This is an optimization exercise on Yosys and OpenROAD, whose aim is small area and few clock cycles, not a production implementation.
Where RTL was checked, it was by simulation tests only, not by an equivalence proof against the original.
The RTL of runs 5 and 6 was laid out without a check of its function.
Power and IR drop assume default switching activity.

`flow/flow/run.sh`:
```
#!/bin/bash
# The standard layout (standard.sh), except that the port buffers that global
# placement inserts on every input and output are buf_1 cells.
set -euo pipefail
echo "export BUFFER_PORTS_ARGS = -buffer_cell sky130_fd_sc_hd__buf_1" >> config.mk
bash standard.sh > standard.log 2>&1
```
`flow/standard.sh`:
```
#!/bin/bash
# synth_recipe.tcl (not shown) runs the flow's synth.tcl, then flattens the netlist and writes it again
# the make line also repeats each setting of config.mk as NAME=value (left out here)
make -C /OpenROAD-flow-scripts/flow DESIGN_CONFIG=/design/flow/config.mk WORK_HOME=/design/flow/orfs CLKGATE_MAP_FILE= SYNTH_SCRIPT=/design/flow/synth_recipe.tcl "${@:-finish}"
```
`flow/config.mk`:
```
export PLATFORM = sky130hd
export DESIGN_NAME = task_injector
export DESIGN_NICKNAME = task_injector
export VERILOG_FILES = /design/flow/design.v
export SDC_FILE = /design/flow/constraint.sdc
export NUM_CORES = 4
export LEC_CHECK = 0
export CAP_MARGIN = 20
export CORE_MARGIN = 2
export CORE_UTILIZATION = 40
export CTS_BUF_LIST = sky130_fd_sc_hd__clkbuf_8
export SLEW_MARGIN = 20
export BUFFER_PORTS_ARGS = -buffer_cell sky130_fd_sc_hd__buf_1
```
`flow/constraint.sdc`:
```
create_clock -name core_clock -period 6.5 [get_ports {clk_i}]
set_input_delay 1.3000 -clock core_clock [delete_from_list [all_inputs] [get_ports {clk_i}]]
set_output_delay 1.3000 -clock core_clock [all_outputs]
set_load 0.01 [all_outputs]
```
`flow/design.v`:
```
package ti_pkg;
    localparam int FLIT_W = 32;
    typedef logic [FLIT_W-1:0] flit_t;       
    localparam int HEADER_SIZE = 13;
    typedef logic [3:0] hdr_idx_t;           
    typedef logic [7:0] task_idx_t;
    typedef logic [7:0] app_id_t;
    localparam flit_t MESSAGE_DELIVERY = 32'h0000_0001;
    localparam flit_t TASK_ALLOCATION  = 32'h0000_0040;
    localparam flit_t APP_ALLOCATION_REQUEST = 32'h0000_0240;
    localparam flit_t APP_MAPPING_COMPLETE   = 32'h0000_0241;
    localparam int SIZE_WORDS = 4;
endpackage
module noc_receiver (
    input  logic            clk_i,
    input  logic            rst_ni,
    input  logic            noc_rx_i,
    input  ti_pkg::flit_t   noc_data_i,
    input  logic            tgt_take_i,    
    input  logic            tgt_last_i,    
    output logic            noc_credit_o,
    output logic            tgt_valid_o,   
    output ti_pkg::app_id_t app_id_o
);
    logic [3:0]      hc_q;       
    ti_pkg::flit_t   rem_q;      
    logic            svc_q;      
    logic            alc_q;      
    ti_pkg::app_id_t app_q;
    logic xfer, at_tgt, pkt_end;
    ti_pkg::flit_t rem_dec;
    always_comb begin
        logic nz;
        nz = 1'b0;
        for (int i = 0; i < ti_pkg::FLIT_W; i++) begin
            rem_dec[i] = rem_q[i] ^ (xfer && !nz);
            nz         = nz | rem_q[i];
        end
    end
    assign at_tgt       = alc_q && hc_q == 4'd15;
    assign noc_credit_o = at_tgt ? tgt_take_i : 1'b1;
    assign tgt_valid_o  = at_tgt && noc_rx_i;
    assign xfer         = noc_rx_i && noc_credit_o;
    assign pkt_end      = hc_q >= 4'd2 && rem_q == 32'd1;
    always_ff @(posedge clk_i or negedge rst_ni) begin
        if (!rst_ni) begin
            hc_q  <= '0;
            alc_q <= 1'b0;
        end else if (xfer) begin
            if (pkt_end)
                hc_q <= '0;
            else if (hc_q != 4'd15)
                hc_q <= hc_q + 4'd1;
            if (pkt_end || (at_tgt && tgt_last_i))
                alc_q <= 1'b0;
            else if (hc_q == 4'd13 && svc_q && noc_data_i == ti_pkg::APP_ALLOCATION_REQUEST)
                alc_q <= 1'b1;
        end
    end
    always_ff @(posedge clk_i) begin
        rem_q <= (xfer && hc_q == 4'd1) ? noc_data_i : rem_dec;
        if (xfer) begin
            if (hc_q == 4'd2)
                svc_q <= noc_data_i == ti_pkg::MESSAGE_DELIVERY;
            if (hc_q == 4'd14 && alc_q)
                app_q <= noc_data_i[7:0];
        end
    end
    assign app_id_o = app_q;
endmodule
module task_injector #(
    parameter ti_pkg::flit_t MAPPER_ADDRESS = 32'h0000_0000,
    parameter int            MAX_PAYLOAD    = 32
) (
    input  logic          clk_i,
    input  logic          rst_ni,
    input  logic          src_rx_i,
    input  ti_pkg::flit_t src_data_i,
    output logic          src_credit_o,
    output logic          noc_tx_o,
    output ti_pkg::flit_t noc_data_o,
    input  logic          noc_credit_i,
    input  logic          noc_rx_i,
    input  ti_pkg::flit_t noc_data_i,
    output logic          noc_credit_o
);
    localparam int          W     = ti_pkg::FLIT_W;
    localparam ti_pkg::flit_t K44 = ti_pkg::flit_t'(4 * (ti_pkg::HEADER_SIZE - 2));
    localparam logic [3:0] CODE = 4'd13;
    localparam logic [3:0] IDLE = 4'd15;
    localparam logic [1:0] PH_NONE = 2'd0;    
    localparam logic [1:0] PH_TEXT = 2'd1;    
    localparam logic [1:0] PH_SUM  = 2'd2;    
    logic [3:0]      st_q;
    logic [1:0]      ph_q;
    ti_pkg::flit_t   acc_q;
    logic [4:0]      task_q, ntask_q;
    ti_pkg::app_id_t app_id;
    logic            tgt_valid, tgt_take, last_task, src_xfer, tx_xfer, code_end;
    logic            in_h01, ld_text, add_data, wrap;
    ti_pkg::flit_t   aop, dop, sum;
    assign in_h01    = st_q == 4'd0 || st_q == 4'd1;
    assign ld_text   = in_h01 && ph_q == PH_NONE;
    assign add_data  = in_h01 && ph_q == PH_TEXT && src_rx_i;
    assign last_task = task_q + 5'd1 == ntask_q;
    assign tgt_take  = st_q == 4'd0 && noc_credit_i;
    assign src_xfer  = src_rx_i && src_credit_o;
    assign tx_xfer   = noc_tx_o && noc_credit_i;
    assign code_end  = (st_q == 4'd12 && acc_q[W-1:2] == '0)
                       || (st_q == CODE && acc_q[W-1:2] == 30'd1);
    logic add_src, sub_src, sub_43, sub_4;
    assign add_src = (ld_text && src_rx_i) || add_data || (st_q == 4'd10 && tx_xfer);
    assign sub_src = st_q == 4'd2 && tx_xfer;
    assign sub_43  = st_q == 4'd3 && tx_xfer;
    assign sub_4   = st_q == CODE && tx_xfer;
    assign aop = (ld_text && src_rx_i) ? K44 : acc_q;
    assign dop = ({W{add_src}} & src_data_i) | ({W{sub_src}} & ~src_data_i)
               | (sub_43 ? -(K44 - 32'd1) : '0) | (sub_4 ? -32'd4 : '0);
    always_comb begin
        ti_pkg::flit_t g, p;
        g = aop & dop;
        p = aop ^ dop;
        for (int l = 1; l < W; l = 2 * l)
            for (int i = 2 * l - 1; i < W; i += 2 * l) begin
                g[i] = g[i] | (p[i] & g[i-l]);
                p[i] = p[i] & p[i-l];
            end
        for (int l = W / 4; l >= 1; l = l / 2)
            for (int i = 3 * l - 1; i < W; i += 2 * l) begin
                g[i] = g[i] | (p[i] & g[i-l]);
                p[i] = p[i] & p[i-l];
            end
        sum = (aop ^ dop) ^ {g[W-2:0], 1'b0};
    end
    assign wrap = !(|acc_q[W-1:6]) && (!acc_q[5] || (!acc_q[4] && !(acc_q[3] && acc_q[2])));
    noc_receiver u_receiver (
        .clk_i, .rst_ni, .noc_rx_i, .noc_data_i,
        .tgt_take_i  (tgt_take),
        .tgt_last_i  (last_task),
        .noc_credit_o,
        .tgt_valid_o (tgt_valid),
        .app_id_o    (app_id)
    );
    logic s_noc, s_len, s_acc, s_src;
    assign s_noc = st_q == 4'd0;
    assign s_len = st_q == 4'd1;
    assign s_acc = st_q == 4'd10;
    assign s_src = st_q == 4'd9 || st_q >= 4'd11;
    assign noc_data_o = ({W{s_noc}} & noc_data_i)
                      | ({W{s_len}} & {1'b0, wrap, acc_q[W-1:2]})
                      | ({W{s_acc}} & acc_q)
                      | ({W{s_src}} & src_data_i)
                      | ((st_q == 4'd2) ? ti_pkg::TASK_ALLOCATION : '0)
                      | ((st_q == 4'd3) ? {16'h0000, app_id, 3'b000, task_q} : '0)
                      | ((st_q == 4'd4) ? MAPPER_ADDRESS : '0);
    always_comb begin
        noc_tx_o     = 1'b0;
        src_credit_o = 1'b0;
        case (st_q)
            4'd0: begin
                noc_tx_o     = tgt_valid;
                src_credit_o = ph_q == PH_NONE;
            end
            4'd1: begin
                noc_tx_o     = ph_q == PH_SUM;
                src_credit_o = ph_q == PH_NONE;
            end
            4'd2, 4'd3, 4'd4, 4'd5, 4'd6, 4'd7, 4'd8: noc_tx_o = 1'b1;
            4'd9: noc_tx_o = src_rx_i;
            4'd10, 4'd11, 4'd12, CODE: begin
                noc_tx_o     = src_rx_i;
                src_credit_o = noc_credit_i;
            end
            default: src_credit_o = 1'b1;     
        endcase
    end
    always_ff @(posedge clk_i or negedge rst_ni) begin
        if (!rst_ni) begin
            st_q <= IDLE;
        end else if (st_q == IDLE) begin
            if (src_rx_i)
                st_q <= 4'd0;
        end else if (tx_xfer) begin
            if (code_end)
                st_q <= last_task ? IDLE : 4'd0;
            else if (st_q != CODE)
                st_q <= st_q + 4'd1;
        end
    end
    always_ff @(posedge clk_i) begin
        if (st_q == IDLE) begin
            ntask_q <= src_data_i[4:0];
            task_q  <= '0;
            ph_q    <= PH_NONE;
        end else if (tx_xfer && code_end) begin
            task_q  <= task_q + 5'd1;
            ph_q    <= PH_NONE;
        end else if (src_xfer && ld_text) begin
            ph_q    <= PH_TEXT;
        end else if (add_data) begin
            ph_q    <= PH_SUM;
        end
        acc_q <= sum;
    end
endmodule
```
==> reports/results.ini, run 1 <==
[status]
status = no timing/DRC/antenna violations

[critical_path]
cp_data_arrival_time_ns = 6.05
crit_path_start_kind = register
reg2regPathDepth = 21
crit_required_ns = 6.83
rr_startpoint = st_q[0]
crit_fanout = 17
regToRegSetupSlack_ns = 0.78
reg2reg_to = acc_q[31]
crit_type = reg -> reg
endpoint_kind = register

[grt]
grt_pass1_vias = 5655
grt_pass1_wl_um = 30500
gr-total-overflow = 0
grt_max_degree = 65
grt_usage_pct = 22.0
antenna_found_initial = 1

[synthesis]
synthArstFlopShare_pct = 9.57
synth-seq-cells = 94
synthFlopType = dfxtp_1
synth_edf_count = 14
syn-cell-area_sq_um = 6650
synth_cells = 794
yosys_warnings = 2
ys_seq_area_share_pct = 31.2
syn_nets = 917
yosysUniqueCellTypes = 67
syn_area_per_cell_sq_um = 8.37

[detailed_routing]
dr.first_iter.drc_count = 676
routed_wl_um = 19500
vias = 6192
viasPerCell = 5.62
routedWlPerCell_um = 17.7
drc = 0
drt_pre_antenna_iters = 7
ant_nets = 0

[timing]
fin_crit_sh_pct = 88.0
tns_ns = 0
max_slew_margin_pct = 30.5
fin_skew_ns = 0.0177
clock.fmax_mhz = 175
finalSetupViolCount = 0
layout_setup_ws_ns = 0.779
finalCriticalPeriod_ns = 5.72
tightest_slew_ns = 1.04
hold_violations = 0
rsz0062_at_grt = no
maxSlewViolCount = 0

[pwr]
p_switching_w = 0.00166
p_per_area_nw_per_um2 = 468
vdd_ir_drop_max_uv = 171
p_clk_share_pct = 11.5
p_leak_nw = 2.87
p_seq_share_pct = 33.8
internal_power_w = 0.00182
switching_share_pct = 47.6
power_frac_comb_pct = 54.6

[clocking]
htreeDepth = 3
cts.clk_slew.worst_paths_ns = 0.11
post_cts_resized = 0
cts_hold_buffers = 0
clock-sinks = 94
cts_made_buffers = 9
cts_tree = done
clock_latency_ns = 0.40
clock_path_buffers = 2
cts-root-buf = clkbuf_8
cts_setup_buffers = 0

[place]
place_hpwl_um = 14800
numPortBuffers = 103
routabilityCongestion = 0.873
pre_cts_ws_ns = 0.439

[job]
drv_cap = 0

[floorplan]
die_w_um = 133
rows = 47
dieArea_sq_um = 17700
die_y_um = 133
start_util_pct = 40.5
pin_count = 104
core_area_sq_um = 16400

[finish]
drive_above_1_share_pct = 5.23
post-route-util_pct = 45.3
fin_nets = 998
fillers = 1687
area_delta_synth_final_pct = 11.8

[min_path]
hp-start = u_receiver.rem_q[30]
hold_class = reg -> reg
hold_end = u_receiver.rem_q[30]
holdPathStages = 2

## worst max-delay path: stages, from the launching register on
cell,delay [ns]
dfstp_2,0.58
inv_1,0.10
ha_1,0.31
nor3b_2,0.20
nand3_1,0.13
and3_1,0.24
a21o_1,0.35
o31ai_4,0.23
nand2_1,0.12
o221ai_1,0.11
ha_1,0.26
fa_1,0.46
a211oi_1,0.26
o21ai_0,0.17
a311o_1,0.42
nand4_1,0.14
a31oi_1,0.19
a211o_1,0.35
a31o_2,0.27
fa_1,0.43
xnor2_1,0.19
xnor2_1,0.13
## cell families (layout without fill, tap and decap cells)
kind of cell               count (synthesis)  in the layout  synth area share, %
adders and majority gates                 54             54                 12.0
muxes                                      1              1                0.151
xor gates and xnor gates                  54             54                 7.12
AOI/OAI and AO/OA                        197            197                 21.3
and+or+nand+nor                          318            318                 23.8
other                                      0              1                    0
buffers and inverters                     76            162                 4.48
DFF                                       94             94                 31.2
## power groups by stage
| stage | sequential [W] | clock (W) | combinational [W] |
|---|---|---|---|
| 2_1_floorplan | 0.00105 | 0 | 0.00146 |
| 4_1_cts | 0.00117 | 0.000412 | 0.00190 |
| 3_3_place_gp | 0.00118 | 0 | 0.00188 |
| 5_1_grt | 0.00121 | 0.000428 | 0.00214 |
| 3_5_place_dp | 0.00118 | 0 | 0.00189 |
| 6_report | 0.00118 | 0.000401 | 0.00190 |
## final cells by class
type	instances	area (sq um)	share of cell area, %
Multi-Input combinational cell	624	4310	58.0
Sequential cell	94	2070	27.9
Timing Repair Buffer	113	462	6.21
Tap cell	220	275	3.70
Clock buffer	9	124	1.67
Inverter	33	124	1.67
Clock inverter	7	63.8	0.859
Antenna cell	1	2.50	0.0337
## worst max-delay path by stage
stage | depth (start not counted) | endpoint | start | slack, ns
5_1_grt | 21 | acc_q[31] | st_q[0] | 0.36
4_1_cts | 21 | acc_q[31] | st_q[0] | 0.77
3_3_place_gp | 18 | acc_q[31] | noc_rx_i | 0.52
2_1_floorplan | 19 | acc_q[31] | noc_rx_i | 1.13
6_report | 21 | acc_q[31] | st_q[0] | 0.78
3_5_place_dp | 18 | acc_q[31] | noc_rx_i | 0.44
## routing by layer
metal	vias up	track usage, %	routed length, um
li1	3055	-	-
met1	2883	32.5	9350
met2	218	32.0	8470
met3	36	2.80	1190
met4	0	9.44	538
met5	-	0	0
## through the flow
step / total power (W) / area, sq um / instances / hold slack, ns
after floorplan: 0.00251 / 6650 / 794 / 0.460
after global placement: 0.00307 / 7240 / 1084 / 0.515
after detailed placement: 0.00307 / 7240 / 1084 / 0.520
after CTS: 0.00348 / 7430 / 1100 / 0.545
after global routing: 0.00377 / 7430 / 1101 / 0.581
final: 0.00348 / 7430 / 1101 / 0.540
## cells in the final DEF (no fill, tap or decap), drive strengths merged, types with 4 or more instances in the layout
cell and n:
o211a 8, nor4 18, nand4 7, ha 38, inv 38, a21o 11
o21a 5, nand2 130, edfxtp 14, dfrtp 5, nor2 39, nor3 23
and2 32, nand2b 5, buf 113, a211oi 6, or3 6, o211ai 28
nor3b 4, o21ai 48, and4 5, or4 6, dfxtp 71, or2 4
clkbuf 9, xnor2 34, and3 5, a21oi 18, a222oi 18, xor2 20
nand3 25, a22oi 26, fa 16, dfstp 4
## state kept, by name, summed over array words and instances (netlist names)
name / flops
st_q: 4
acc_q: 32
u_receiver.alc_q: 1
u_receiver.hc_q: 4
u_receiver.app_q: 8
task_q: 5
u_receiver.rem_q: 32
ntask_q: 5
ph_q: 2
u_receiver.svc_q: 1
## synth_stat cells (6+ instances only)
| cell type | number | area [sq um] |
|---|---|---|
| fa_1 | 16 | 320 |
| nor3_1 | 20 | 100 |
| a21o_1 | 11 | 82.6 |
| a22oi_1 | 26 | 195 |
| o211ai_1 | 28 | 210 |
| o21ai_0 | 38 | 190 |
| nor4_1 | 17 | 106 |
| clkbuf_1 | 37 | 139 |
| or4_1 | 6 | 45.0 |
| nand4_1 | 7 | 43.8 |
| o211a_1 | 8 | 80.1 |
| dfxtp_1 | 71 | 1420 |
| a211oi_1 | 6 | 45.0 |
| xnor2_1 | 34 | 298 |
| a21oi_1 | 18 | 90.1 |
| nor2_1 | 38 | 143 |
| xor2_1 | 20 | 175 |
| edfxtp_1 | 14 | 420 |
| ha_1 | 38 | 475 |
| or3_1 | 6 | 37.5 |
| nand3_1 | 25 | 125 |
| inv_1 | 33 | 124 |
| o21ai_1 | 9 | 45.0 |
| a222oi_1 | 18 | 180 |
| and2_1 | 32 | 200 |
| nand2_1 | 130 | 488 |
Testbench counts, summed over its fixed seeds: cycles 39,247.
==> run 2, diff against run 1 <==
--- a/flow/config.mk
+++ b/flow/config.mk
@@ -9,4 +9,5 @@
 export CORE_MARGIN = 2
-export CORE_UTILIZATION = 40
+export CORE_UTILIZATION = 55
 export CTS_BUF_LIST = sky130_fd_sc_hd__clkbuf_8
+export GPL_TIMING_DRIVEN = 0
 export SLEW_MARGIN = 20
==> run 2 against run 1 <==
  * Largest cell class unchanged
  * Clock-buffer cell count rose by 1
  * Sequential share of layout area barely moved
  * Cell count fell by 3.7%
  * Global-route usage rose by 10 points
  * Sequential power fell by 3%
  * Design area rose by 0.12%
  * Routed wire length rose by 5.9%
  * Setup slack got worse by 0.37 ns
  * Critical path type unchanged
  * Still clean on timing, DRC and antenna
  * Die area fell by 27%
  * Area after synthesis did not move
==> reports/results.ini, run 2 <==
[synthesis]
synth_most_common_cell = nand2_1  ; unchanged
synth-compound-area-share_pct = 21.3  ; unchanged
syn_nets = 917  ; unchanged
synthFlopType = dfxtp_1  ; unchanged
synthMuxAreaShare_pct = 0.151  ; unchanged
yosysUniqueCellTypes = 67  ; unchanged
yosys_warnings = 2  ; unchanged
ys_top_cells_by_area = dfxtp_1 21%, nand2_1 7.3%, ha_1 7.2%, edfxtp_1 6.3%, fa_1 4.8%  ; unchanged
synth_cells = 794  ; unchanged
synth_edf_count = 14  ; unchanged
synth_adder_area_share_pct = 12.0  ; unchanged
yosysTopAreaCell = dfxtp_1  ; unchanged
synth-xor-area-share_pct = 7.12  ; unchanged
ys_top_cells_by_count = 130 x nand2_1, 71 x dfxtp_1, 38 x ha_1, 38 x nor2_1, 38 x o21ai_0  ; unchanged
syn_area_per_cell_sq_um = 8.37  ; unchanged
synth_top_area_share_pct = 21.4  ; unchanged
synth-seq-cells = 94  ; unchanged
synthArstFlopShare_pct = 9.57  ; unchanged
synth_top_family_by_area = simple AND/OR/NAND/NOR gates  ; unchanged
yosys.area_share.simple_pct = 23.8  ; unchanged
syn-cell-area_sq_um = 6650  ; unchanged
ys_seq_area_share_pct = 31.2  ; unchanged

[timing]
fin_skew_ns = 0.0161  ; was 0.0177 ns
max_slew_margin_pct = 36.2  ; was 30.5%
whs_ns = 0.513  ; was 0.540 ns
clock.fmax_mhz = 164  ; was 175 MHz
rsz0062_at_grt = no  ; unchanged
fin_crit_sh_pct = 93.6  ; was 88.0%
layout_setup_ws_ns = 0.414  ; was 0.779 ns
finalSetupViolCount = 0  ; unchanged
finalCriticalPeriod_ns = 6.09  ; was 5.72 ns
hold_violations = 0  ; unchanged
maxSlewViolCount = 0  ; unchanged
tns_ns = 0  ; unchanged
tightest_slew_ns = 0.951  ; was 1.04 ns

[job]
drv_cap = 0  ; unchanged

[grt]
antenna_found_initial = 0  ; was 1
grt_pass1_vias = 6285  ; was 5,655
grt_pass1_wl_um = 32400  ; was 30,500 um
grt_max_degree = 16  ; was 65
grt_usage_pct = 32.2  ; was 22.0%
gr-total-overflow = 0  ; unchanged

[place]
pre_cts_ws_ns = 0.0538  ; was 0.439 ns
numPortBuffers = 103  ; unchanged
place_hpwl_um = 16000  ; was 14,800 um
routabilityCongestion = 0.948  ; was 0.873

[clocking]
cts.clk_slew.worst_paths_ns = 0.10  ; was 0.11 ns
clock_latency_ns = 0.39  ; was 0.40 ns
htreeDepth = 3  ; unchanged
cts_setup_buffers = 0  ; unchanged
clock-sinks = 94  ; unchanged
cts_made_buffers = 9  ; unchanged
clock_path_buffers = 2  ; unchanged
cts-root-buf = clkbuf_8  ; unchanged
cts_tree = done  ; unchanged

[pwr]
internal_power_w = 0.00187  ; was 0.00182 W
finalPower_w = 0.00355  ; was 0.00348 W
p_per_area_nw_per_um2 = 478  ; was 468 nW/um^2
p_seq_share_pct = 32.0  ; was 33.8%
switching_share_pct = 47.3  ; was 47.6%
p_leak_nw = 2.90  ; was 2.87 nW
power_frac_comb_pct = 56.6  ; was 54.6%
vdd_ir_drop_max_uv = 302  ; was 171 uV
p_clk_share_pct = 11.4  ; was 11.5%
p_switching_w = 0.00168  ; was 0.00166 W

[critical_path]
slowest_delay_ns = 0.57  ; was 0.58 ns
cp_cell_sequence = inv_1 -> ha_1 -> nor3b_2 -> nand3_1 -> and3_1 -> a21o_1 -> a21o_1 -> clkbuf_1 -> clkbuf_1 -> o211ai_1 -> ha_1 -> and4_1 -> a21o_1 -> a311o_1 -> nand4_1 -> a31oi_1 -> a211o_1 -> a31o_2 -> fa_1 -> xnor2_1 -> xnor2_1  ; was inv_1 -> ha_1 -> nor3b_2 -> nand3_1 -> and3_1 -> a21o_1 -> o31ai_4 -> nand2_1 -> o221ai_1 -> ha_1 -> fa_1 -> a211oi_1 -> o21ai_0 -> a311o_1 -> nand4_1 -> a31oi_1 -> a211o_1 -> a31o_2 -> fa_1 -> xnor2_1 -> xnor2_1
cp_data_arrival_time_ns = 6.42  ; was 6.05 ns
crit_slowest_cell = dfstp_2  ; unchanged
crit_fanout = 10  ; was 17
crit_required_ns = 6.83  ; about the same
endpoint_kind = register  ; unchanged
crit_type = reg -> reg  ; unchanged
crit_path_start_kind = register  ; unchanged
cp_common_cell = a21o_1

[finish]
reg.largest.list = acc_q x32, u_receiver.rem_q x32, u_receiver.app_q x8  ; unchanged
regArea_sq_um = 2070  ; unchanged
area_delta_synth_final_pct = 11.9  ; was 11.8%
mostFrequentLayoutCell = nand2_1  ; unchanged
post-route-util_pct = 62.4  ; was 45.3%
multi_input_area_sq_um = 4300  ; was 4310 sq um
drive_above_1_share_pct = 4.27  ; was 5.23%
layout_common_cells = 130 x nand2_1, 103 x buf_1, 71 x dfxtp_1  ; was 130 x nand2_1, 103 x buf_1, 71 x dfxtp_1, 38 x o21ai_0, 38 x ha_1
fin_nets = 1031  ; was 998
num_antenna_cells = 0  ; was 1
fillers = 1099  ; was 1,687

[detailed_routing]
viasPerCell = 6.23  ; was 5.62
drt_pre_antenna_iters = 7  ; unchanged
ant_nets = 0  ; unchanged
vias = 6603  ; was 6,192
drc = 0  ; unchanged
routed_wl_um = 20700  ; was 19,500 um
routedWlPerCell_um = 19.5  ; was 17.7 um
dr.first_iter.drc_count = 844  ; was 676

[floorplan]
dieArea_sq_um = 13000  ; was 17,700 sq um
core_area_sq_um = 11900  ; was 16,400 sq um
die_y_um = 114  ; was 133 um
start_util_pct = 55.8  ; was 40.5%
rows = 40  ; was 47
die_w_um = 114  ; was 133 um
pin_count = 104  ; unchanged

[min_path]
hold_class = reg -> reg  ; unchanged

[status]
status = no timing/DRC/antenna violations  ; unchanged

run 2: cell types whose count changed in the layout (fill, tap and decap cells not counted), moves of 2 or more:
cell and change:
nor2_2 -2, inv_8 -2, nor2_1 +2, inv_1 +2, buf_2 +5, buf_4 -10
clkbuf_1 +36
run 2: worst max-delay path, delay by kind of cell, from the launching register on:
kind / cells / cell delay, ns
compound gates: 8 / 2.08
xor+xnor: 2 / 0.36
fa+ha+maj: 3 / 1.09
buf+inv: 3 / 0.91
flops: 1 / 0.57
simple gates: 5 / 1.01
run 2: cell families after synthesis:
| group | after synthesis |
|---|---|
| AO/OA/AOI/OAI | 197 |
| XOR/XNOR | 54 |
| adder cells (fa/ha/maj) | 54 |
| buffers and inverters | 76 |
| flip-flops | 94 |
| multiplexers | 1 |
| AND/OR/NAND/NOR | 318 |
run 2: power by group through the flow:
stage                     sequential, W  clock [W]  combinational [W]
after CTS                       0.00112   0.000411            0.00198
final                           0.00114   0.000407            0.00201
after floorplan                 0.00105          0            0.00146
after global placement          0.00113          0            0.00190
after detailed placement        0.00113          0            0.00197
after global routing            0.00116   0.000434            0.00225
run 2: through the flow:
stage / std cells / cell area [sq um]
finish: 1060 / 7440
floorplan: 794 / 6650
global placement: 1044 / 7220
detailed placement: 1044 / 7220
global route: 1060 / 7440
CTS: 1060 / 7420
run 2: per-layer routing:
metal	GRT usage, %	up-vias	share of wire [%]
met5	0	-	0
met4	13.5	0	3.5
met3	5.63	61	8.1
met2	51.1	322	46
met1	43.5	3095	42
li1	-	3125	-
run 2: worst paths after layout:
| path | startpoint | endpoint | slack, ns | depth (start not counted) |
|---|---|---|---|---|
| max in group asynchronous | rst_ni | st_q[2] | 5.33 | 1 |
| max reg2reg | st_q[0] | acc_q[31] | 0.41 | 21 |
| min reg2reg | ph_q[1] | ph_q[1] | 0.51 | 2 |
| min | ph_q[1] | ph_q[1] | 0.51 | 2 |
| min in group asynchronous | rst_ni | u_receiver.hc_q[3] | 0.83 | 1 |
| max | st_q[0] | acc_q[31] | 0.41 | 21 |
run 2: final cells by class:
cell class / instances / share of cell area, %
buffer: 43 / 2.37
clock buffer: 10 / 1.85
clock inverter: 6 / 0.841
inverter: 33 / 1.67
multi-input combinational: 624 / 57.7
sequential: 94 / 27.9
tap: 147 / 2.47
timing repair buffer: 103 / 5.20
run 2: timing repair:
action,4_1_cts,5_1_grt
hold buffers,0,0
setup endpoints to repair,0,3
resized for setup,0,7
==> run 3, diff against run 2 <==
--- a/flow/config.mk
+++ b/flow/config.mk
@@ -9,5 +9,3 @@
 export CORE_MARGIN = 2
-export CORE_UTILIZATION = 55
-export CTS_BUF_LIST = sky130_fd_sc_hd__clkbuf_8
-export GPL_TIMING_DRIVEN = 0
+export CORE_UTILIZATION = 40
 export SLEW_MARGIN = 20
==> run 3 against run 2 <==
  * Cell count grew 3.9%
  * Flip-flop and latch count is the same
  * Core utilization shrank 17 points
  * Power grew 1.9%
  * Critical path type unchanged
  * Sequential share of layout area shrank 0.34 points
  * Largest cell class unchanged
  * Synthesized cell count is the same
  * Routed wire length shrank 5.5%
  * First-iteration DRC count shrank 22%
==> reports/results.ini, run 3 <==
[status]
status = no timing/DRC/antenna violations  ; unchanged

[synthesis]
yosysTopAreaCell = dfxtp_1  ; unchanged
synth_top_family_by_area = simple AND/OR/NAND/NOR gates  ; unchanged
synth_top_area_share_pct = 21.4  ; unchanged
yosys.area_share.simple_pct = 23.8  ; unchanged
syn-cell-area_sq_um = 6650  ; unchanged
synthMuxAreaShare_pct = 0.151  ; unchanged
synth_cells = 794  ; unchanged
synth_adder_area_share_pct = 12.0  ; unchanged
ys_top_cells_by_count = 130 x nand2_1, 71 x dfxtp_1, 38 x ha_1, 38 x nor2_1, 38 x o21ai_0  ; unchanged
syn_nets = 917  ; unchanged
yosysUniqueCellTypes = 67  ; unchanged
syn_area_per_cell_sq_um = 8.37  ; unchanged
synth_most_common_cell = nand2_1  ; unchanged
synthFlopType = dfxtp_1  ; unchanged
ys_top_cells_by_area = dfxtp_1 21%, nand2_1 7.3%, ha_1 7.2%, edfxtp_1 6.3%, fa_1 4.8%  ; unchanged
synth_edf_count = 14  ; unchanged
yosys_warnings = 2  ; unchanged
synth-compound-area-share_pct = 21.3  ; unchanged
synth-xor-area-share_pct = 7.12  ; unchanged
synth-seq-cells = 94  ; unchanged
ys_seq_area_share_pct = 31.2  ; unchanged
synthArstFlopShare_pct = 9.57  ; unchanged

[floorplan]
start_util_pct = 40.5  ; was 55.8%
core_area_sq_um = 16400  ; was 11,900 sq um
dieArea_sq_um = 17700  ; was 13,000 sq um
die_w_um = 133  ; was 114 um
rows = 47  ; was 40
pin_count = 104  ; unchanged
die_y_um = 133  ; was 114 um

[detailed_routing]
drc = 0  ; unchanged
dr.first_iter.drc_count = 657  ; was 844
routedWlPerCell_um = 17.8  ; was 19.5 um
routed_wl_um = 19600  ; was 20,700 um
ant_nets = 0  ; unchanged
viasPerCell = 5.63  ; was 6.23
vias = 6198  ; was 6,603
drt_pre_antenna_iters = 7  ; unchanged

[clocking]
cts.clk_slew.worst_paths_ns = 0.08  ; was 0.10 ns
cts-root-buf = clkbuf_16  ; was clkbuf_8
clock-sinks = 94  ; unchanged
cts_made_buffers = 9  ; unchanged
clock_path_buffers = 2  ; unchanged
cts_hold_buffers = 0  ; unchanged
post_cts_resized = 0  ; unchanged
cts_setup_buffers = 0  ; unchanged
clock_latency_ns = 0.36  ; was 0.39 ns
htreeDepth = 3  ; unchanged
cts_tree = done  ; unchanged

[pwr]
p_leak_nw = 2.92  ; was 2.90 nW
p_per_area_nw_per_um2 = 481  ; was 478 nW/um^2
vdd_ir_drop_max_uv = 179  ; was 302 uV

[timing]
tightest_slew_ns = 1.05  ; was 0.951 ns
hold_violations = 0  ; unchanged
finalCriticalPeriod_ns = 5.73  ; was 6.09 ns
clock.fmax_mhz = 174  ; was 164 MHz
rsz0062_at_grt = no  ; unchanged
maxSlewViolCount = 0  ; unchanged
fin_crit_sh_pct = 88.2  ; was 93.6%
tns_ns = 0  ; unchanged
layout_setup_ws_ns = 0.767  ; was 0.414 ns
max_slew_margin_pct = 29.9  ; was 36.2%
whs_ns = 0.535  ; was 0.513 ns
fin_skew_ns = 0.0110  ; was 0.0161 ns
finalSetupViolCount = 0  ; unchanged

[finish]
fin_area_sq_um = 7530  ; was 7440 sq um
multi_input_area_sq_um = 4310  ; was 4300 sq um
fillers = 1671  ; was 1,099
drive_above_1_share_pct = 5.23  ; was 4.27%
regArea_sq_um = 2070  ; unchanged
reg.largest.list = acc_q x32, u_receiver.rem_q x32, u_receiver.app_q x8  ; unchanged
area_delta_synth_final_pct = 13.3  ; was 11.9%
fin_nets = 998  ; was 1,031
post-route-util_pct = 45.9  ; was 62.4%
mostFrequentLayoutCell = nand2_1  ; unchanged
layout_common_cells = 130 x nand2_1, 103 x buf_1, 71 x dfxtp_1, 38 x o21ai_0, 38 x ha_1  ; was 130 x nand2_1, 103 x buf_1, 71 x dfxtp_1

[critical_path]
rr_startpoint = st_q[0]  ; unchanged
slowest_delay_ns = 0.57  ; about the same
cp_cell_sequence = inv_1 -> ha_1 -> nor3_1 -> a21oi_1 -> o211ai_1 -> a21o_1 -> o31ai_4 -> nand2_1 -> o221ai_1 -> ha_1 -> fa_1 -> a211oi_1 -> o21ai_0 -> a311o_1 -> nand4_1 -> a31oi_1 -> a211o_1 -> a31o_2 -> fa_1 -> xnor2_1 -> xnor2_1  ; was inv_1 -> ha_1 -> nor3b_2 -> nand3_1 -> and3_1 -> a21o_1 -> a21o_1 -> clkbuf_1 -> clkbuf_1 -> o211ai_1 -> ha_1 -> and4_1 -> a21o_1 -> a311o_1 -> nand4_1 -> a31oi_1 -> a211o_1 -> a31o_2 -> fa_1 -> xnor2_1 -> xnor2_1
crit_required_ns = 6.79  ; was 6.83 ns
crit_fanout = 17  ; was 10
cp_data_arrival_time_ns = 6.03  ; was 6.42 ns
endpoint_kind = register  ; unchanged
crit_family = compound AO/OA/AOI/OAI gates  ; unchanged
path_buf_inv = 1  ; was 3
startpoint = st_q[0]  ; unchanged
crit_path_start_kind = register  ; unchanged
regToRegSetupSlack_ns = 0.77  ; was 0.41 ns
path_depth = 21  ; unchanged
reg2regPathDepth = 21  ; unchanged
critPathCapture = acc_q[31]  ; unchanged
crit_type = reg -> reg  ; unchanged
reg2reg_to = acc_q[31]  ; unchanged
crit_slowest_cell = dfstp_2  ; unchanged

[grt]
antenna_found_initial = 1  ; was 0
grt_pass1_wl_um = 30500  ; was 32,400 um
grt_usage_pct = 22.0  ; was 32.2%
gr-total-overflow = 0  ; unchanged
grt_pass1_vias = 5676  ; was 6,285
grt_max_degree = 65  ; was 16

[place]
routabilityCongestion = 0.873  ; was 0.948
postPlaceCellArea_sq_um = 7240  ; was 7220 sq um
numPortBuffers = 103  ; unchanged
pre_cts_ws_ns = 0.439  ; was 0.0538 ns
place_hpwl_um = 14800  ; was 16,000 um

[min_path]
hold_class = reg -> reg  ; unchanged

[job]
drv_cap = 0  ; unchanged

==> run 3: cell counts after synthesis <==
No cell type changed its count.
==> run 3: area by class of cell <==
| class | count | area share [%] |
|---|---|---|
| clock buffers | 9 | 2.99 |
| repair buffers | 113 | 6.13 |
| clock inverters | 7 | 0.847 |
| flip-flops and latches | 94 | 27.5 |
| diodes | 1 | 0.0332 |
| multi-input cells | 624 | 57.2 |
| well taps | 220 | 3.66 |
| inverters | 33 | 1.64 |
==> run 3: power breakdown <==
group / internal, W / total, W / switching, W
clock network: 0.000270 / 0.000539 / 0.000269
registers: 0.000868 / 0.00118 / 0.000310
logic: 0.000808 / 0.00190 / 0.00110
total: 0.00195 / 0.00362 / 0.00168
==> run 3: cells by family after synthesis <==
family / count (synthesis)
flops: 94
buf+inv: 76
xor+xnor: 54
mux: 1
fa+ha+maj: 54
compound gates: 197
simple gates: 318
==> run 3: per-layer routing <==
metal | global-route usage [%] | share of wire, % | routed length [um] | vias up
met3 | 2.87 | 6.0 | 1180 | 38
met5 | 0 | 0 | 0 | -
met1 | 32.4 | 48 | 9360 | 2880
met2 | 32.3 | 43 | 8450 | 229
met4 | 9.44 | 2.9 | 573 | 0
li1 | - | - | - | 3051
==> run 3: how the worst min path moves through the flow <==
stage | from | slack [ns] | end | cells past startpoint
after floorplan | ph_q[1] | 0.46 | ph_q[1] | 2
after global placement | u_receiver.rem_q[30] | 0.52 | u_receiver.rem_q[30] | 2
after detailed placement | ph_q[1] | 0.52 | ph_q[1] | 2
after CTS | ph_q[1] | 0.54 | ph_q[1] | 2
after global routing | ph_q[1] | 0.57 | ph_q[1] | 2
final | u_receiver.rem_q[30] | 0.54 | u_receiver.rem_q[30] | 2
==> run 3: worst reg2reg max path, delay by kind of cell (launching register included) <==
kind                       cells  cell delay, ns
AOI/OAI and AO/OA             11            2.79
DFF                            1            0.57
xor gates and xnor gates       2            0.32
buffers and inverters          1            0.10
and+or+nand+nor                3            0.45
adders and majority gates      4            1.45
==> run 3: per-stage QoR <==
stage / power (W) / cells
global placement: 0.00307 / 1084
detailed placement: 0.00307 / 1084
global route: 0.00391 / 1101
finish: 0.00362 / 1101
floorplan: 0.00251 / 794
CTS: 0.00362 / 1100
==> run 4, diff against run 3 <==
==> flow/flow/run.sh (replaced) <==
#!/bin/bash
# The standard layout (standard.sh) with two changes:
#  - synthesis maps the logic with the area-oriented ABC script in flow/abc_map.script
#    (the flip-flops are mapped before ABC runs, as in the standard synthesis);
#  - the port buffers that global placement puts on every input and output are buf_1.
set -euo pipefail
work=$PWD
mkdir -p scripts
for f in "$FLOW_HOME"/scripts/*; do
    ln -s "$f" scripts/
done
rm scripts/abc_speed.script
cp flow/abc_map.script scripts/abc_speed.script
echo "export BUFFER_PORTS_ARGS = -buffer_cell sky130_fd_sc_hd__buf_1" >> config.mk
bash standard.sh SCRIPTS_DIR="$work/scripts" synth > synth.log 2>&1
bash standard.sh > standard.log 2>&1
==> flow/flow/abc_map.script (new file) <==
strash
dc2
&get -n
&dch -f
&nf -R 1000
&put
--- a/flow/config.mk
+++ b/flow/config.mk
@@ -10,2 +10,3 @@
 export CORE_UTILIZATION = 40
+export CTS_BUF_LIST = sky130_fd_sc_hd__clkbuf_8
 export SLEW_MARGIN = 20
==> run 4 against run 3 <==
  * Critical path depth increased by 20
  * Critical path type unchanged
  * Design area fell by 1.9%
  * Routed wire length shrank 1.9%
  * Sequential share of layout area is 0.52 points higher
  * Clock power decreased by 25%
  * Setup slack got worse by 0.52 ns
  * Largest power group unchanged
  * First-iteration DRC count fell by 8.7%
  * Clock skew rose by 0.0036 ns
  * Largest cell class unchanged
==> reports/results.ini, run 4 <==
[status]
status = no timing/DRC/antenna violations  ; unchanged

[critical_path]
slowest_delay_ns = 0.57  ; about the same
crit_fanout = 4  ; was 17
cp_data_arrival_time_ns = 6.53  ; was 6.03 ns
crit_family = compound AO/OA/AOI/OAI gates  ; unchanged
cp_common_cell = nand2_2
crit_required_ns = 6.77  ; was 6.79 ns
crit_path_start_kind = register  ; unchanged
crit_type = reg -> reg  ; unchanged
crit_slowest_cell = dfstp_2  ; unchanged
path_buf_inv = 1  ; unchanged
endpoint_kind = register  ; unchanged

[clocking]
cts-root-buf = clkbuf_8  ; was clkbuf_16
cts_hold_buffers = 0  ; unchanged
cts_tree = done  ; unchanged
cts_made_buffers = 9  ; unchanged
htreeDepth = 3  ; unchanged
clock_path_buffers = 2  ; unchanged
cts.clk_slew.worst_paths_ns = 0.10  ; was 0.08 ns
clock_latency_ns = 0.38  ; was 0.36 ns
clock-sinks = 94  ; unchanged

[pwr]
finalPower_w = 0.00360  ; was 0.00362 W
vdd_ir_drop_max_uv = 205  ; was 179 uV
p_leak_nw = 2.85  ; was 2.92 nW
p_per_area_nw_per_um2 = 487  ; was 481 nW/um^2

[detailed_routing]
viasPerCell = 5.84  ; was 5.63
met3WireLength_um = 1350  ; was 1180 um
dr_wl_met2_um = 8970  ; was 8450 um
highest_layer = met4  ; unchanged
routedWlPerCell_um = 18.1  ; was 17.8 um
vias = 6187  ; was 6,198
routed_wl_um = 19200  ; was 19,600 um
ant_nets = 0  ; unchanged
dr.first_iter.drc_count = 600  ; was 657
drc = 0  ; unchanged
drt_pre_antenna_iters = 9  ; was 7
wl_met1_um = 8390  ; was 9360 um

[floorplan]
core_area_sq_um = 14600  ; was 16,400 sq um
dieArea_sq_um = 16000  ; was 17,700 sq um
die_w_um = 126  ; was 133 um
die_y_um = 126  ; was 133 um
rows = 44  ; was 47
pin_count = 104  ; unchanged
start_util_pct = 41.0  ; was 40.5%

[timing]
tns_ns = 0  ; unchanged
fin_crit_sh_pct = 96.2  ; was 88.2%
maxSlewViolCount = 0  ; unchanged
max_slew_margin_pct = 39.8  ; was 29.9%
hold_violations = 0  ; unchanged
tightest_slew_ns = 0.894  ; was 1.05 ns
clock.fmax_mhz = 160  ; was 174 MHz
finalCriticalPeriod_ns = 6.25  ; was 5.73 ns
finalSetupViolCount = 0  ; unchanged
whs_ns = 0.473  ; was 0.535 ns
fin_skew_ns = 0.0146  ; was 0.0110 ns
rsz0062_at_grt = yes  ; was no

[synthesis]
synthArstFlopShare_pct = 9.57  ; unchanged
synthFlopType = dfxtp_1  ; unchanged
yosys_warnings = 2  ; unchanged
ys_top_cells_by_area = dfxtp_1 24%, ha_1 7.9%, edfxtp_1 7.0%, nand2_1 5.5%, a21oi_1 5.4%  ; was dfxtp_1 21%, nand2_1 7.3%, ha_1 7.2%, edfxtp_1 6.3%, fa_1 4.8%
yosysTopAreaCell = dfxtp_1  ; unchanged
syn_area_per_cell_sq_um = 8.49  ; was 8.37 sq um
ys_top_cells_by_count = 87 x nand2_1, 71 x dfxtp_1, 65 x nor2_1, 64 x a21oi_1, 54 x o21ai_0  ; was 130 x nand2_1, 71 x dfxtp_1, 38 x ha_1, 38 x nor2_1, 38 x o21ai_0
synth_top_area_share_pct = 23.7  ; was 21.4%
synth_cells = 705  ; was 794
synth_most_common_cell = nand2_1  ; unchanged
ys_seq_area_share_pct = 34.6  ; was 31.2%
yosysUniqueCellTypes = 40  ; was 67
synth_edf_count = 14  ; unchanged
synth-seq-cells = 94  ; unchanged
syn_nets = 828  ; was 917
syn-cell-area_sq_um = 5990  ; was 6650 sq um

[finish]
drive_above_1_share_pct = 12.3  ; was 5.23%
fin_nets = 993  ; was 998
fillers = 1402  ; was 1,671
mostFrequentLayoutCell = buf_1  ; was nand2_1
post-route-util_pct = 50.7  ; was 45.9%
final_cells = 1059  ; was 1,101
reg.largest.list = acc_q x32, u_receiver.rem_q x32, u_receiver.app_q x8  ; unchanged
num_antenna_cells = 0  ; was 1
layout_common_cells = 103 x buf_1, 81 x nand2_1, 71 x dfxtp_1, 64 x nor2_1, 61 x a21oi_1  ; was 130 x nand2_1, 103 x buf_1, 71 x dfxtp_1, 38 x o21ai_0, 38 x ha_1
area_delta_synth_final_pct = 23.5  ; was 13.3%

[grt]
grt_pass1_vias = 5852  ; was 5,676
grt_usage_pct = 23.9  ; was 22.0%
antenna_found_initial = 0  ; was 1
grt_max_degree = 41  ; was 65
gr-total-overflow = 0  ; unchanged
grt_pass1_wl_um = 30500  ; about the same

[place]
numPortBuffers = 103  ; unchanged
place_hpwl_um = 13900  ; was 14,800 um
place_inst = 1008  ; was 1,084
routabilityCongestion = 0.871  ; was 0.873

[job]
drv_cap = 0  ; unchanged

[min_path]
hold_class = reg -> reg  ; unchanged

-- run 4: final timing paths --
kind	startpoint	end	slack, ns	cells after the start
max in group asynchronous	rst_ni	st_q[0]	5.31	1
worst min-delay path	u_receiver.rem_q[30]	u_receiver.rem_q[30]	0.47	2
worst max register to register	st_q[1]	acc_q[31]	0.25	41
min in group asynchronous	rst_ni	u_receiver.hc_q[2]	0.85	1
worst max-delay path	st_q[1]	acc_q[31]	0.25	41
worst min register to register	u_receiver.rem_q[30]	u_receiver.rem_q[30]	0.47	2
-- run 4: logic make-up (layout without fill, tap and decap cells) --
logic type / count (synthesis) / count (layout) / synth area share (%)
adders and majority gates: 54 / 54 / 13.3
AOI/OAI and AO/OA: 213 / 213 / 22.9
DFF: 94 / 94 / 34.6
xor gates and xnor gates: 41 / 41 / 6.00
and+or+nand+nor: 264 / 264 / 20.8
buffers and inverters: 39 / 209 / 2.45
-- run 4: power breakdown --
group / switching, W / internal (W)
Sequential: 0.000269 / 0.000867
Clock: 0.000223 / 0.000180
Combinational: 0.00113 / 0.000927
-- run 4: layout make-up --
cell class	count	area, sq um	share of cell area, %
multi-input combinational	572	3960	53.6
sequential	94	2070	28.0
clock buffer	9	124	1.68
tap	184	230	3.11
inverter	39	151	2.05
clock inverter	7	71.3	0.965
timing repair buffer	154	782	10.6
-- run 4: what timing repair did --
item                       in CTS  in global routing
buffers inserted               23                 12
pin swaps                      11                 26
resized for setup              17                 12
setup endpoints to repair       1                  9
-- run 4: metal layers --
metal	up-vias	track usage, %
li1	2949	-
met1	2944	32.9
met2	256	38.4
met3	38	3.58
met4	0	8.34
met5	-	0
-- run 4: through the flow --
step / setup slack (ns) / area (sq um)
final: 0.245 / 7390
after global routing: -0.144 / 7390
after CTS: 0.00302 / 7240
after detailed placement: -0.105 / 6810
after global placement: 0.0696 / 6790
after floorplan: 0.0377 / 6060
-- run 4: worst reg2reg max path: cells and delay by family (launching register included) --
family | cells | cell delay (ns)
AO/OA/AOI/OAI | 17 | 2.45
XOR/XNOR | 2 | 0.27
flip-flops | 1 | 0.57
AND/OR/NAND/NOR | 17 | 1.71
adder cells (fa/ha/maj) | 4 | 1.13
buffers and inverters | 1 | 0.06
==> run 5, diff against run 4 <==
--- a/flow/design.v
+++ b/flow/design.v
@@ -110,8 +110,10 @@
                        || (st_q == CODE && acc_q[W-1:2] == 30'd1);
-    logic add_src, sub_src, sub_43, sub_4;
-    assign add_src = (ld_text && src_rx_i) || add_data || (st_q == 4'd10 && tx_xfer);
-    assign sub_src = st_q == 4'd2 && tx_xfer;
-    assign sub_43  = st_q == 4'd3 && tx_xfer;
-    assign sub_4   = st_q == CODE && tx_xfer;
-    assign aop = (ld_text && src_rx_i) ? K44 : acc_q;
+    logic add_src, sub_src, sub_43, sub_4, set_44;
+    assign set_44  = in_h01 && ph_q == PH_NONE && src_rx_i;
+    assign add_src = (in_h01 && ph_q != PH_SUM && src_rx_i)
+                     || (st_q == 4'd10 && src_rx_i && noc_credit_i);
+    assign sub_src = st_q == 4'd2 && noc_credit_i;
+    assign sub_43  = st_q == 4'd3 && noc_credit_i;
+    assign sub_4   = st_q == CODE && src_rx_i && noc_credit_i;
+    assign aop = set_44 ? K44 : acc_q;
     assign dop = ({W{add_src}} & src_data_i) | ({W{sub_src}} & ~src_data_i)
==> run 5 against run 4 <==
  * Largest power group is now sequential cells
  * Clock power decreased by 2%
  * Cell count increased by 2.5%
  * Register-to-register slack got worse by 0.07 ns
  * Critical path type unchanged
==> reports/results.ini, run 5 <==
[job]
drv_cap = 0  ; unchanged

[timing]
max_slew_margin_pct = 39.4  ; was 39.8%
tightest_slew_ns = 0.905  ; was 0.894 ns
tns_ns = 0  ; unchanged
rsz0062_at_grt = yes  ; unchanged
finalSetupViolCount = 0  ; unchanged
finalCriticalPeriod_ns = 6.33  ; was 6.25 ns
fin_skew_ns = 0.0107  ; was 0.0146 ns
maxSlewViolCount = 0  ; unchanged
clock.fmax_mhz = 158  ; was 160 MHz
hold_violations = 0  ; unchanged
fin_crit_sh_pct = 97.4  ; was 96.2%
whs_ns = 0.486  ; was 0.473 ns

[synthesis]
synthArstFlopShare_pct = 9.57  ; unchanged
syn_area_per_cell_sq_um = 8.36  ; was 8.49 sq um
ys_top_cells_by_area = dfxtp_1 23%, ha_1 7.8%, edfxtp_1 6.9%, nand2_1 5.9%, a222oi_1 5.3%  ; was dfxtp_1 24%, ha_1 7.9%, edfxtp_1 7.0%, nand2_1 5.5%, a21oi_1 5.4%
synth-seq-cells = 94  ; unchanged
yosysUniqueCellTypes = 41  ; was 40
ys_top_cells_by_count = 96 x nand2_1, 79 x nor2_1, 71 x dfxtp_1, 60 x a21oi_1, 55 x clkinv_1  ; was 87 x nand2_1, 71 x dfxtp_1, 65 x nor2_1, 64 x a21oi_1, 54 x o21ai_0
ys_seq_area_share_pct = 34.1  ; was 34.6%
syn_nets = 849  ; was 828
synth_top_area_share_pct = 23.4  ; was 23.7%
synth_most_common_cell = nand2_1  ; unchanged
synthFlopType = dfxtp_1  ; unchanged
yosysTopAreaCell = dfxtp_1  ; unchanged
synth_cells = 726  ; was 705
yosys_warnings = 2  ; unchanged
synth_edf_count = 14  ; unchanged
syn-cell-area_sq_um = 6070  ; was 5990 sq um

[clocking]
htreeDepth = 3  ; unchanged
clock-sinks = 94  ; unchanged
clock_path_buffers = 2  ; unchanged
cts_tree = done  ; unchanged
cts.clk_slew.worst_paths_ns = 0.09  ; was 0.10 ns
clock_latency_ns = 0.38  ; about the same
cts_made_buffers = 9  ; unchanged
cts-root-buf = clkbuf_8  ; unchanged

[pwr]
p_seq_share_pct = 42.4  ; was 31.6%
p_clk_share_pct = 15.3  ; was 11.2%
internal_power_w = 0.00154  ; was 0.00197 W
power_frac_comb_pct = 42.3  ; was 57.2%
p_per_area_nw_per_um2 = 348  ; was 487 nW/um^2
vdd_ir_drop_max_uv = 163  ; was 205 uV
p_leak_nw = 2.79  ; was 2.85 nW
p_switching_w = 0.00104  ; was 0.00162 W
switching_share_pct = 40.3  ; was 45.1%

[detailed_routing]
dr.first_iter.drc_count = 618  ; was 600
drt_pre_antenna_iters = 7  ; was 9
routedWlPerCell_um = 17.2  ; was 18.1 um
viasPerCell = 5.65  ; was 5.84
ant_nets = 0  ; unchanged
drc = 0  ; unchanged
vias = 6128  ; was 6,187
routed_wl_um = 18700  ; was 19,200 um

[grt]
grt_pass1_vias = 5650  ; was 5,852
grt_pass1_wl_um = 29300  ; was 30,500 um
grt_max_degree = 65  ; was 41
grt_usage_pct = 23.2  ; was 23.9%
antenna_found_initial = 0  ; unchanged
gr-total-overflow = 0  ; unchanged

[critical_path]
crit_required_ns = 6.83  ; was 6.77 ns
crit_type = reg -> reg  ; unchanged
endpoint_kind = register  ; unchanged
path_buf_inv = 4  ; was 1
crit_slowest_cell = dfstp_2  ; unchanged
slowest_delay_ns = 0.58  ; was 0.57 ns
crit_fanout = 4  ; unchanged
crit_family = compound AO/OA/AOI/OAI gates  ; unchanged
cp_data_arrival_time_ns = 6.66  ; was 6.53 ns
crit_path_start_kind = register  ; unchanged

[finish]
drive_above_1_share_pct = 11.7  ; was 12.3%
layout_common_cells = 102 x buf_1, 94 x nand2_1, 77 x nor2_1, 71 x dfxtp_1, 57 x a21oi_1  ; was 103 x buf_1, 81 x nand2_1, 71 x dfxtp_1, 64 x nor2_1, 61 x a21oi_1
regArea_sq_um = 2070  ; unchanged
reg.largest.list = acc_q x32, u_receiver.rem_q x32, u_receiver.app_q x8  ; unchanged
final_cells = 1085  ; was 1,059
multi_input_area_sq_um = 3940  ; was 3960 sq um
num_antenna_cells = 0  ; unchanged
area_delta_synth_final_pct = 22.4  ; was 23.5%
fillers = 1516  ; was 1,402
post-route-util_pct = 49.4  ; was 50.7%
mostFrequentLayoutCell = buf_1  ; unchanged
fin_nets = 1015  ; was 993

[place]
place_inst = 1057  ; was 1,008
place_hpwl_um = 13900  ; about the same
numPortBuffers = 103  ; unchanged
routabilityCongestion = 0.868  ; was 0.871

[floorplan]
die_w_um = 127  ; was 126 um
start_util_pct = 40.4  ; was 41.0%
dieArea_sq_um = 16200  ; was 16,000 sq um
die_y_um = 127  ; was 126 um
rows = 45  ; was 44
pin_count = 104  ; unchanged
core_area_sq_um = 15000  ; was 14,600 sq um

[min_path]
hold_class = reg -> reg  ; unchanged

[status]
status = no timing/DRC/antenna violations  ; unchanged

-- run 5: area by class of cell --
type / instances / share of cell area, %
multi-input cells: 577 / 53.0
flip-flops and latches: 94 / 27.9
repair buffers: 155 / 10.5
well taps: 188 / 3.17
inverters: 55 / 2.86
clock buffers: 9 / 1.67
clock inverters: 7 / 0.909
-- run 5: final timing paths --
path / end / slack [ns] / cells after the start / start
max: acc_q[30] / 0.17 / 41 / st_q[0]
min: u_receiver.rem_q[15] / 0.49 / 2 / u_receiver.rem_q[15]
min reg2reg: u_receiver.rem_q[15] / 0.49 / 2 / u_receiver.rem_q[15]
max in group asynchronous: u_receiver.hc_q[1] / 5.22 / 1 / rst_ni
min in group asynchronous: u_receiver.alc_q / 0.89 / 1 / rst_ni
max reg2reg: acc_q[30] / 0.17 / 41 / st_q[0]
-- run 5: routing by layer --
layer | routed length, um | global-route usage [%]
met4 | 483 | 9.89
met2 | 8780 | 37.3
met5 | 0 | 0
met3 | 1150 | 3.56
met1 | 8280 | 31.2
-- run 5: logic make-up (layout without fill, tap and decap cells) --
logic type,Yosys count,after routing,share of synthesized area [%]
compound gates,208,208,22.4
mux,1,1,0.165
simple gates,270,270,20.4
fa+ha+maj,54,54,13.1
flops,94,94,34.1
buf+inv,55,226,3.40
xor+xnor,44,44,6.35
-- run 5: what timing repair did --
item,CTS,global route
setup buffers,2,10
pin swaps,3,2
gates resized for setup,1,8
setup endpoints to repair,3,6
hold buffers,0,0
-- run 5: power by group through the flow --
stage          Combinational, W  Clock (W)  Sequential (W)
6_report                0.00109   0.000394         0.00110
5_1_grt                 0.00124   0.000427         0.00113
4_1_cts                 0.00108   0.000405         0.00109
3_5_place_dp            0.00107          0         0.00110
3_3_place_gp            0.00105          0         0.00110
2_1_floorplan          0.000816          0         0.00102
-- run 5: worst reg2reg max path: cells and delay by family, from the launching register on --
kind            cells  cell delay, ns
flops               1            0.58
compound gates     20            3.25
simple gates       13            1.11
fa+ha+maj           4            1.02
buf+inv             4            0.32
-- run 5: stage by stage --
stage / total power, W / area (sq um) / setup slack, ns
CTS: 0.00258 / 7320 / 0.0396
global route: 0.00280 / 7430 / -0.319
finish: 0.00259 / 7430 / 0.172
detailed placement: 0.00218 / 7110 / -0.298
global placement: 0.00215 / 7110 / -0.121
floorplan: 0.00183 / 6190 / -0.301
==> run 6, diff against run 5 <==
--- a/flow/design.v
+++ b/flow/design.v
@@ -124,12 +124,8 @@
         p = aop ^ dop;
-        for (int l = 1; l < W; l = 2 * l)
-            for (int i = 2 * l - 1; i < W; i += 2 * l) begin
-                g[i] = g[i] | (p[i] & g[i-l]);
-                p[i] = p[i] & p[i-l];
-            end
-        for (int l = W / 4; l >= 1; l = l / 2)
-            for (int i = 3 * l - 1; i < W; i += 2 * l) begin
-                g[i] = g[i] | (p[i] & g[i-l]);
-                p[i] = p[i] & p[i-l];
-            end
+        for (int l = 0; l < 5; l++)
+            for (int i = 0; i < W; i++)
+                if ((i >> l) & 1) begin
+                    g[i] = g[i] | (p[i] & g[((i >> l) << l) - 1]);
+                    p[i] = p[i] & p[((i >> l) << l) - 1];
+                end
         sum = (aop ^ dop) ^ {g[W-2:0], 1'b0};
==> run 6 against run 5 <==
  * Still clean on timing, DRC and antenna
  * Flip-flop and latch count did not move
  * Sequential share of layout area is 1.7 points lower
  * Critical path depth up 4
  * Setup slack worse by 0.062 ns
  * Combinational power rose by 150%
  * Clock-buffer cell count unchanged
  * Core utilization rose by 5.5 points
  * Maximum frequency decreased by 0.98%
  * Routed wire length is 11% higher
  * Power grew 65%
  * Sequential power increased by 5%
  * Critical path type is now in -> reg
==> reports/results.ini, run 6 <==
[timing]
fin_skew_ns = 0.0128  ; was 0.0107 ns
max_slew_margin_pct = 38.4  ; was 39.4%
maxSlewViolCount = 0  ; unchanged
finalSetupViolCount = 0  ; unchanged
layout_setup_ws_ns = 0.110  ; was 0.172 ns
finalCriticalPeriod_ns = 6.39  ; was 6.33 ns
fin_crit_sh_pct = 98.3  ; was 97.4%
hold_violations = 0  ; unchanged
tns_ns = 0  ; unchanged
rsz0062_at_grt = yes  ; unchanged
tightest_slew_ns = 0.916  ; was 0.905 ns
whs_ns = 0.483  ; was 0.486 ns
clock.fmax_mhz = 156  ; was 158 MHz

[grt]
antenna_found_initial = 0  ; unchanged
grt_pass1_vias = 6507  ; was 5,650
grt_pass1_wl_um = 33400  ; was 29,300 um
grt_max_degree = 65  ; unchanged
grt_usage_pct = 26.4  ; was 23.2%
gr-total-overflow = 0  ; unchanged

[detailed_routing]
drc = 0  ; unchanged
routedWlPerCell_um = 18.0  ; was 17.2 um
vias = 6645  ; was 6,128
viasPerCell = 5.79  ; was 5.65
drt_pre_antenna_iters = 7  ; unchanged
dr.first_iter.drc_count = 643  ; was 618
ant_nets = 0  ; unchanged
routed_wl_um = 20700  ; was 18,700 um

[clocking]
cts-root-buf = clkbuf_8  ; unchanged
cts_made_buffers = 9  ; unchanged
cts.clk_slew.worst_paths_ns = 0.10  ; was 0.09 ns
cts_tree = done  ; unchanged
clock-sinks = 94  ; unchanged
clock_path_buffers = 2  ; unchanged
cts_hold_buffers = 0  ; unchanged
clock_latency_ns = 0.39  ; was 0.38 ns
htreeDepth = 3  ; unchanged

[synthesis]
ys_top_cells_by_area = dfxtp_1 24%, ha_1 8.3%, edfxtp_1 7.1%, nor2_1 5.6%, a21oi_1 5.4%  ; was dfxtp_1 23%, ha_1 7.8%, edfxtp_1 6.9%, nand2_1 5.9%, a222oi_1 5.3%
ys_top_cells_by_count = 87 x nor2_1, 78 x nand2_1, 71 x dfxtp_1, 64 x a21oi_1, 55 x o21ai_0  ; was 96 x nand2_1, 79 x nor2_1, 71 x dfxtp_1, 60 x a21oi_1, 55 x clkinv_1
synth_top_area_share_pct = 24.2  ; was 23.4%
synth_most_common_cell = nor2_1  ; was nand2_1
syn_area_per_cell_sq_um = 8.27  ; was 8.36 sq um
synth-seq-cells = 94  ; unchanged
synth_edf_count = 14  ; unchanged
yosysUniqueCellTypes = 41  ; unchanged
syn_nets = 824  ; was 849
yosysTopAreaCell = dfxtp_1  ; unchanged
synth_cells = 711  ; was 726
ys_seq_area_share_pct = 35.2  ; was 34.1%
synthArstFlopShare_pct = 9.57  ; unchanged
syn-cell-area_sq_um = 5880  ; was 6070 sq um
yosys_warnings = 2  ; unchanged
synthFlopType = dfxtp_1  ; unchanged

[finish]
area_delta_synth_final_pct = 34.6  ; was 22.4%
drive_above_1_share_pct = 20.1  ; was 11.7%
fin_nets = 1072  ; was 1,015
reg.largest.list = acc_q x32, u_receiver.rem_q x32, u_receiver.app_q x8  ; unchanged
num_antenna_cells = 0  ; unchanged
mostFrequentLayoutCell = buf_4  ; was buf_1
layout_common_cells = 126 x buf_4, 101 x buf_1, 85 x nor2_1, 72 x nand2_1, 71 x dfxtp_1  ; was 102 x buf_1, 94 x nand2_1, 77 x nor2_1, 71 x dfxtp_1, 57 x a21oi_1
final_cells = 1148  ; was 1,085

[floorplan]
pin_count = 104  ; unchanged
core_area_sq_um = 14400  ; was 15,000 sq um
start_util_pct = 40.8  ; was 40.4%
die_w_um = 125  ; was 127 um
dieArea_sq_um = 15700  ; was 16,200 sq um
rows = 44  ; was 45
die_y_um = 125  ; was 127 um

[critical_path]
cp_data_arrival_time_ns = 6.68  ; was 6.66 ns
slowest_delay_ns = 0.21  ; was 0.58 ns
crit_required_ns = 6.79  ; was 6.83 ns
crit_fanout = 4  ; unchanged
endpoint_kind = register  ; unchanged
rr_startpoint = st_q[0]  ; unchanged
crit_path_start_kind = input pin  ; was register
startpoint = noc_credit_i  ; was st_q[0]
cp_common_cell = buf_4
crit_slowest_cell = fa_2  ; was dfstp_2
regToRegSetupSlack_ns = 0.13  ; was 0.17 ns
crit_type = in -> reg  ; was reg -> reg

[place]
routabilityCongestion = 0.898  ; was 0.868
place_inst = 1054  ; was 1,057
place_hpwl_um = 14400  ; was 13,900 um
pre_cts_ws_ns = -0.477  ; was -0.298 ns
numPortBuffers = 103  ; unchanged

[pwr]
p_per_area_nw_per_um2 = 539  ; was 348 nW/um^2
vdd_ir_drop_max_uv = 257  ; was 163 uV
power_frac_comb_pct = 63.3  ; was 42.3%
p_seq_share_pct = 27.1  ; was 42.4%
p_clk_share_pct = 9.6  ; was 15.3%
p_switching_w = 0.00188  ; was 0.00104 W
internal_power_w = 0.00238  ; was 0.00154 W
p_leak_nw = 3.26  ; was 2.79 nW
switching_share_pct = 44.1  ; was 40.3%

[min_path]
hp-start = u_receiver.rem_q[30]  ; was u_receiver.rem_q[15]
hold_class = reg -> reg  ; unchanged

[job]
drv_cap = 0  ; unchanged

[status]
status = no timing/DRC/antenna violations  ; unchanged

run 6: cell types whose count changed in the layout (fill, tap and decap cells not counted), moves of 9 or more:
cell and delta:
and2_0 +9, buf_4 +74, buf_6 +9, clkinv_1 -34, fa_1 -11, nand2_1 -22, nand3_1 +9
run 6: per-stage QoR:
step                total power [W]  area [sq um]  utilization (%)
floorplan                   0.00256          5950                -
global placement            0.00326          6990             48.4
detailed placement          0.00333          6990             48.4
CTS                         0.00412          7820             54.2
global route                0.00462          7920             54.9
finish                      0.00426          7920             54.9
run 6: area by class of cell:
| class | count | area (sq um) |
|---|---|---|
| Clock inverter | 7 | 65.1 |
| Clock buffer | 9 | 124 |
| Multi-Input combinational cell | 596 | 3910 |
| Tap cell | 184 | 230 |
| Fill cell | 1388 | 6500 |
| Timing Repair Buffer | 237 | 1430 |
| Inverter | 21 | 85.1 |
| Sequential cell | 94 | 2070 |
run 6: cell families after synthesis:
group / after synthesis / share of synthesized area, %
compound gates: 220 / 24.2
xor+xnor: 40 / 5.96
fa+ha+maj: 44 / 10.0
buf+inv: 21 / 1.34
flops: 94 / 35.2
simple gates: 292 / 23.3
run 6: timing repair:
action,CTS,global route
setup endpoints to repair,2,9
pin swaps,28,36
setup buffers,80,5
gates resized for setup,15,31
endpoints found under the hold margin,0,0
run 6: power by group through the flow:
stage	Combinational, W	Clock [W]	Sequential, W
2_1_floorplan	0.00148	0	0.00108
3_3_place_gp	0.00212	0	0.00115
3_5_place_dp	0.00218	0	0.00115
4_1_cts	0.00257	0.000410	0.00114
5_1_grt	0.00299	0.000436	0.00119
6_report	0.00270	0.000408	0.00116
run 6: worst paths after layout:
path | end | depth (start not counted)
min in group asynchronous | u_receiver.alc_q | 1
worst max register to register | acc_q[10] | 48
worst min register to register | u_receiver.rem_q[30] | 2
max in group asynchronous | st_q[0] | 1
worst min-delay path | u_receiver.rem_q[30] | 2
worst max-delay path | acc_q[10] | 45
run 6: routing by layer:
layer	global-route usage, %	vias to the layer above	part of all wire (%)
li1	-	3174	-
met1	34.0	3129	42
met2	43.0	288	47
met3	5.61	54	7.5
met4	11.3	0	3.3
met5	0	-	0
run 6: critical path, delay by kind of cell:
family	cells	cell delay (ns)
adders and majority gates	2	0.39
buffers and inverters	30	3.59
AOI/OAI and AO/OA	7	0.93
and+or+nand+nor	6	0.49

-- port drivers added, routing unchanged --
Ports are ideal in the flow. The routed layouts listed here were re-timed in OpenROAD.
Step 1 (the two cells are an assumption about what drives the block):
set clk [get_ports {clk_i}]
set_driving_cell -lib_cell sky130_fd_sc_hd__clkbuf_16 $clk
set_driving_cell -lib_cell sky130_fd_sc_hd__buf_2 [delete_from_list [all_inputs] $clk]
Step 2 also shifts input and output timing later by t, the mid clock arrival at the registers, as if the neighbouring blocks saw the same clock.
Three values: no drivers, after step 1, after step 2; two values: the first two.
run	t (ns)	setup WS [ns]	clock arrival spread, ns
run 1	0.433	0.779 / 0.779 / 0.444	0.018 / 0.017
run 2	0.423	0.414 / 0.414 / 0.148	0.017 / 0.017
run 3	0.402	0.767 / 0.767 / 0.423	0.013 / 0.013
run 4	0.408	0.245 / 0.245 / 0.161	0.015 / 0.015
run 5	0.415	0.172 / 0.172 / -0.201	0.012 / 0.011
run 6	0.421	0.110 / 0.121 / -0.300	0.013 / 0.013
With both steps, setup timing fails in run 5 and run 6, where it was met with ideal ports. The setup slack of run 6, which loses most, moves by +0.011 ns with the drivers and by -0.410 ns with both steps.
